From an optimization exercise on the open Yosys and OpenROAD flow, aimed at small area, a short achievable clock period and few clock cycles; shortcuts taken in it are not production practice. No activity file was given, so power comes from the tool's default toggle rates.

## before
==> module eth_txdma, before the edit <==
module eth_txdma #(
    parameter int DEPTH = 8                       
) (
    input  logic                  clk,
    input  logic                  reset,
    input  logic                  tx_en,
    input  txdma_pkg::bd_index_t  max_tx_bd,
    input  logic                  bd_wait,
    input  txdma_pkg::desc_t      bd_desc,
    input  txdma_pkg::addr_t      bd_ptr,
    input  txdma_pkg::tx_status_t tx_stat,
    input  logic                  tx_stat_valid,
    output logic                  bd_read,
    output logic                  bd_write,
    output txdma_pkg::bd_index_t  bd_index,
    output txdma_pkg::desc_t      bd_writedata,
    output logic                  tx_stat_ack,
    output logic                  per_packet_pad,
    output logic                  per_packet_crc,
    output logic                  txb_irq,
    output logic                  txe_irq,
    input  logic                  av_waitrequest,
    input  txdma_pkg::data_t      av_readdata,
    input  logic                  av_readdatavalid,
    output logic                  av_read,
    output txdma_pkg::addr_t      av_address,
    input  logic                  tx_ack,
    output txdma_pkg::byte_t      tx_data,
    output logic                  tx_dv,
    output logic                  tx_sop,
    output logic                  tx_eop
);
    localparam int FIFO_AW = $clog2(DEPTH);
    logic        st_rd;                  
    logic        st_dma;                 
    logic        st_wr;                  
    logic [15:0] len;                    
    logic [5:0]  flags;                  
    txdma_pkg::tx_status_t stat;
    logic        take;
    logic        wr_ok;
    logic        stat_err;
    assign bd_read     = st_rd;
    assign bd_write    = st_wr;
    assign take        = st_rd & ~bd_wait & bd_desc[txdma_pkg::BIT_READY];
    assign wr_ok       = st_wr & ~bd_wait;
    assign stat_err    = |(stat & txdma_pkg::STAT_ERR_MASK);
    assign bd_writedata   = {len, 1'b0, flags, stat};
    assign per_packet_pad = flags[txdma_pkg::BIT_PAD - 9];
    assign per_packet_crc = flags[txdma_pkg::BIT_CRC - 9];
    always_ff @(posedge clk or posedge reset) begin
        if (reset) begin
            st_rd       <= 1'b0;
            st_dma      <= 1'b0;
            st_wr       <= 1'b0;
            tx_stat_ack <= 1'b0;
            txb_irq     <= 1'b0;
            txe_irq     <= 1'b0;
            bd_index    <= '0;
        end else begin
            tx_stat_ack <= st_dma & tx_stat_valid & ~tx_stat_ack;
            txb_irq     <= wr_ok & flags[txdma_pkg::BIT_IRQ - 9] & ~stat_err;
            txe_irq     <= wr_ok & flags[txdma_pkg::BIT_IRQ - 9] & stat_err;
            if (tx_en & ~st_rd & ~st_dma & ~st_wr) begin
                st_rd <= 1'b1;
            end
            if (take) begin
                st_rd  <= 1'b0;
                st_dma <= 1'b1;
            end
            if (tx_stat_ack) begin
                st_dma <= 1'b0;
                st_wr  <= 1'b1;
            end
            if (wr_ok) begin
                st_wr <= 1'b0;
                st_rd <= 1'b1;
                if (flags[txdma_pkg::BIT_WRAP - 9] || bd_index == max_tx_bd) begin
                    bd_index <= '0;
                end else begin
                    bd_index <= bd_index + 7'd1;
                end
            end
        end
    end
    always_ff @(posedge clk) begin
        if (take) begin
            len   <= bd_desc[31:16];
            flags <= bd_desc[14:9];
        end
        if (tx_stat_ack) begin
            stat <= tx_stat;
        end
    end
    logic [29:0]        addr;            
    logic [13:0]        icnt;            
    logic               itail;           
    logic [FIFO_AW:0]   occ;             
    logic               more;            
    logic               more_nx;         
    logic               credit_nx;       
    logic               rd_ok;
    logic               pop;
    assign av_address = {addr, 2'b00};
    assign rd_ok      = av_read & ~av_waitrequest;
    assign more       = (|icnt) | itail;
    assign more_nx    = (|icnt[13:1]) | (icnt[0] & itail) | (more & ~rd_ok);
    always_comb begin
        credit_nx = 1'b1;
        if (occ == (FIFO_AW+1)'(DEPTH)) begin
            credit_nx = pop;
        end else if (occ == (FIFO_AW+1)'(DEPTH - 1)) begin
            credit_nx = ~rd_ok | pop;
        end
    end
    always_ff @(posedge clk or posedge reset) begin
        if (reset) begin
            occ     <= '0;
            av_read <= 1'b0;
        end else begin
            av_read <= take | (st_dma & more_nx & credit_nx);
            if (rd_ok & ~pop) begin
                occ <= occ + 1'b1;
            end else if (pop & ~rd_ok) begin
                occ <= occ - 1'b1;
            end
        end
    end
    always_ff @(posedge clk) begin
        if (take) begin
            addr  <= bd_ptr[31:2];
            icnt  <= bd_desc[31:18];
            itail <= |bd_desc[17:16];
        end else if (rd_ok) begin
            addr <= addr + 30'd1;
            if (|icnt) icnt <= icnt - 14'd1;
            else       itail <= 1'b0;
        end
    end
    txdma_pkg::data_t   mem [DEPTH];
    logic [FIFO_AW-1:0] wptr;
    logic [FIFO_AW-1:0] rptr;
    logic               wlap;            
    logic               rlap;
    logic               empty;
    txdma_pkg::data_t   head;
    assign empty = (wptr == rptr) & (wlap == rlap);
    assign head  = mem[rptr];
    always_ff @(posedge clk or posedge reset) begin
        if (reset) begin
            wptr <= '0;
            rptr <= '0;
            wlap <= 1'b0;
            rlap <= 1'b0;
        end else begin
            if (av_readdatavalid) begin
                if (wptr == FIFO_AW'(DEPTH - 1)) begin
                    wptr <= '0;
                    wlap <= ~wlap;
                end else begin
                    wptr <= wptr + 1'b1;
                end
            end
            if (pop) begin
                if (rptr == FIFO_AW'(DEPTH - 1)) begin
                    rptr <= '0;
                    rlap <= ~rlap;
                end else begin
                    rptr <= rptr + 1'b1;
                end
            end
        end
    end
    always_ff @(posedge clk) begin
        if (av_readdatavalid) mem[wptr] <= av_readdata;
    end
    logic [1:0]  lane;                   
    logic        first;
    logic        last;                   
    logic        avail;
    logic        load;
    assign last  = ~more & (occ == (FIFO_AW+1)'(1)) & (lane == len[1:0] - 2'd1);
    assign avail = st_dma & ~empty;
    assign load  = avail & (~tx_dv | tx_ack);
    assign pop   = load & ((lane == 2'd3) | last);
    always_ff @(posedge clk or posedge reset) begin
        if (reset) begin
            tx_dv <= 1'b0;
        end else if (~tx_dv | tx_ack) begin
            tx_dv <= avail;
        end
    end
    always_ff @(posedge clk) begin
        if (take) begin
            lane  <= 2'd0;
            first <= 1'b1;
        end else if (load) begin
            lane  <= lane + 2'd1;
            first <= 1'b0;
        end
        if (load) begin
            tx_data <= head[{lane, 3'b000} +: 8];
            tx_sop  <= first;
            tx_eop  <= last;
        end
    end
endmodule
==> flow/config.mk <==
export PLATFORM = sky130hd
export DESIGN_NAME = eth_txdma
export DESIGN_NICKNAME = eth_txdma
export VERILOG_FILES = /design/flow/design.v
export SDC_FILE = /design/flow/constraint.sdc
export NUM_CORES = 4
export LEC_CHECK = 0
export CAP_MARGIN = 20
export CORE_MARGIN = 2
export CORE_UTILIZATION = 45
export SLEW_MARGIN = 20
==> flow/constraint.sdc <==
create_clock -name core_clock -period 5.0 [get_ports {clk}]
set_input_delay 1.0000 -clock core_clock [delete_from_list [all_inputs] [get_ports {clk}]]
set_output_delay 1.0000 -clock core_clock [all_outputs]
set_load 0.01 [all_outputs]
run.sh (not shown) runs the stock make flow with config.mk's settings and CLKGATE_MAP_FILE= SYNTH_SCRIPT=/design/flow/synth_recipe.tcl, a recipe that flattens the netlist after the stock synthesis.
The inputs of after differ from those of before as listed below.
==> flow/design.v, changed modules only <==
module eth_txdma #(
    parameter int DEPTH = 8                       
) (
    input  logic                  clk,
    input  logic                  reset,
    input  logic                  tx_en,
    input  txdma_pkg::bd_index_t  max_tx_bd,
    input  logic                  bd_wait,
    input  txdma_pkg::desc_t      bd_desc,
    input  txdma_pkg::addr_t      bd_ptr,
    input  txdma_pkg::tx_status_t tx_stat,
    input  logic                  tx_stat_valid,
    output logic                  bd_read,
    output logic                  bd_write,
    output txdma_pkg::bd_index_t  bd_index,
    output txdma_pkg::desc_t      bd_writedata,
    output logic                  tx_stat_ack,
    output logic                  per_packet_pad,
    output logic                  per_packet_crc,
    output logic                  txb_irq,
    output logic                  txe_irq,
    input  logic                  av_waitrequest,
    input  txdma_pkg::data_t      av_readdata,
    input  logic                  av_readdatavalid,
    output logic                  av_read,
    output txdma_pkg::addr_t      av_address,
    input  logic                  tx_ack,
    output txdma_pkg::byte_t      tx_data,
    output logic                  tx_dv,
    output logic                  tx_sop,
    output logic                  tx_eop
);
    localparam int FIFO_AW = $clog2(DEPTH);
    logic        st_rd;                  
    logic        st_dma;                 
    logic        st_wr;                  
    logic [15:0] len;                    
    logic [5:0]  flags;                  
    txdma_pkg::tx_status_t stat;
    logic        take;
    logic        wr_ok;
    logic        stat_err;
    assign bd_read     = st_rd;
    assign bd_write    = st_wr;
    assign take        = st_rd & ~bd_wait & bd_desc[txdma_pkg::BIT_READY];
    assign wr_ok       = st_wr & ~bd_wait;
    assign stat_err    = |(stat & txdma_pkg::STAT_ERR_MASK);
    assign bd_writedata   = {len, 1'b0, flags, stat};
    assign per_packet_pad = flags[txdma_pkg::BIT_PAD - 9];
    assign per_packet_crc = flags[txdma_pkg::BIT_CRC - 9];
    always_ff @(posedge clk or posedge reset) begin
        if (reset) begin
            st_rd       <= 1'b0;
            st_dma      <= 1'b0;
            st_wr       <= 1'b0;
            tx_stat_ack <= 1'b0;
            txb_irq     <= 1'b0;
            txe_irq     <= 1'b0;
            bd_index    <= '0;
        end else begin
            tx_stat_ack <= st_dma & tx_stat_valid & ~tx_stat_ack;
            txb_irq     <= wr_ok & flags[txdma_pkg::BIT_IRQ - 9] & ~stat_err;
            txe_irq     <= wr_ok & flags[txdma_pkg::BIT_IRQ - 9] & stat_err;
            if (tx_en & ~st_rd & ~st_dma & ~st_wr) begin
                st_rd <= 1'b1;
            end
            if (take) begin
                st_rd  <= 1'b0;
                st_dma <= 1'b1;
            end
            if (tx_stat_ack) begin
                st_dma <= 1'b0;
                st_wr  <= 1'b1;
            end
            if (wr_ok) begin
                st_wr <= 1'b0;
                st_rd <= 1'b1;
                if (flags[txdma_pkg::BIT_WRAP - 9] || bd_index == max_tx_bd) begin
                    bd_index <= '0;
                end else begin
                    bd_index <= bd_index + 7'd1;
                end
            end
        end
    end
    always_ff @(posedge clk) begin
        if (take) begin
            len   <= bd_desc[31:16];
            flags <= bd_desc[14:9];
        end
        if (tx_stat_ack) begin
            stat <= tx_stat;
        end
    end
    logic [29:0]        addr;            
    logic [13:0]        icnt;            
    logic               itail;           
    logic [FIFO_AW:0]   occ;             
    logic               rd_ok;
    logic               pop;
    assign av_read    = st_dma & ((|icnt) | itail) & (occ != DEPTH[FIFO_AW:0]);
    assign av_address = {addr, 2'b00};
    assign rd_ok      = av_read & ~av_waitrequest;
    always_ff @(posedge clk or posedge reset) begin
        if (reset) begin
            occ <= '0;
        end else if (rd_ok & ~pop) begin
            occ <= occ + 1'b1;
        end else if (pop & ~rd_ok) begin
            occ <= occ - 1'b1;
        end
    end
    always_ff @(posedge clk) begin
        if (take) begin
            addr  <= bd_ptr[31:2];
            icnt  <= bd_desc[31:18];
            itail <= |bd_desc[17:16];
        end else if (rd_ok) begin
            addr <= addr + 30'd1;
            if (|icnt) icnt <= icnt - 14'd1;
            else       itail <= 1'b0;
        end
    end
    txdma_pkg::data_t  mem [DEPTH];
    logic [FIFO_AW-1:0] wptr;
    logic [FIFO_AW-1:0] rptr;
    logic               wlap;            
    logic               rlap;
    logic               empty;
    txdma_pkg::data_t   head;
    assign empty = (wptr == rptr) & (wlap == rlap);
    assign head  = mem[rptr];
    always_ff @(posedge clk or posedge reset) begin
        if (reset) begin
            wptr <= '0;
            rptr <= '0;
            wlap <= 1'b0;
            rlap <= 1'b0;
        end else begin
            if (av_readdatavalid) begin
                if (wptr == FIFO_AW'(DEPTH - 1)) begin
                    wptr <= '0;
                    wlap <= ~wlap;
                end else begin
                    wptr <= wptr + 1'b1;
                end
            end
            if (pop) begin
                if (rptr == FIFO_AW'(DEPTH - 1)) begin
                    rptr <= '0;
                    rlap <= ~rlap;
                end else begin
                    rptr <= rptr + 1'b1;
                end
            end
        end
    end
    always_ff @(posedge clk) begin
        if (av_readdatavalid) mem[wptr] <= av_readdata;
    end
    logic [15:0] rem;                    
    logic [1:0]  lane;
    logic        first;
    logic        avail;
    logic        load;
    assign lane  = len[1:0] - rem[1:0];
    assign avail = st_dma & ~empty & (|rem);
    assign load  = avail & (~tx_dv | tx_ack);
    assign pop   = load & ((lane == 2'd3) | (rem == 16'd1));
    always_ff @(posedge clk or posedge reset) begin
        if (reset) begin
            tx_dv <= 1'b0;
        end else if (~tx_dv | tx_ack) begin
            tx_dv <= avail;
        end
    end
    always_ff @(posedge clk) begin
        if (take) begin
            rem   <= bd_desc[31:16];
            first <= 1'b1;
        end else if (load) begin
            rem   <= rem - 16'd1;
            first <= 1'b0;
        end
        if (load) begin
            tx_data <= head[{lane, 3'b000} +: 8];
            tx_sop  <= first;
            tx_eop  <= (rem == 16'd1);
        end
    end
endmodule
### Flow results
Any difference in clock transition time at the flip-flop clock pins of the worst setup and hold paths between before and after is small enough to ignore.
Compared to before, after shows a narrower setup margin.
On synthesized cell count, the higher figure sits with after, not before.
Count of sequential standard cells grows by a few percent when moving from before to after.
Against before, power in combinational cells in after rose by more than 10%.
Overall power of the completed layout (after / before): 1.09
The higher number of cell rows of before and after is in after.
Function was not checked in any run of this note: the RTL went through the layout flow alone.

[what the ideal ports hide]
The flow's constraints put no driver on any port. The routed layouts listed below were extracted and timed again, unchanged, in two steps.
Step 1: set_driving_cell puts a clkbuf_16 on clk and a buf_2 on each other input, an assumption about the parent block.
Step 2 also shifts input and output timing later by t, the mid clock arrival at the registers, as if the neighbouring blocks saw the same clock.
Three values: ideal, step 1, step 2; two values: the first two.
run	shift t [ns]	setup slack, ns	worst setup path after step 2	clock arrival spread, ns	worst register clock-pin slew, ns
before	0.581	1.910 / 1.910 / 1.580	input to register	0.017 / 0.017	0.06 / 0.06
after	0.584	1.189 / 1.137 / 1.397	input to register	0.008 / 0.008	0.06 / 0.06
After both steps every run listed still meets setup and hold. The setup slack of before, which loses most, moves by 0.000 ns with the drivers and by -0.330 ns with both steps.
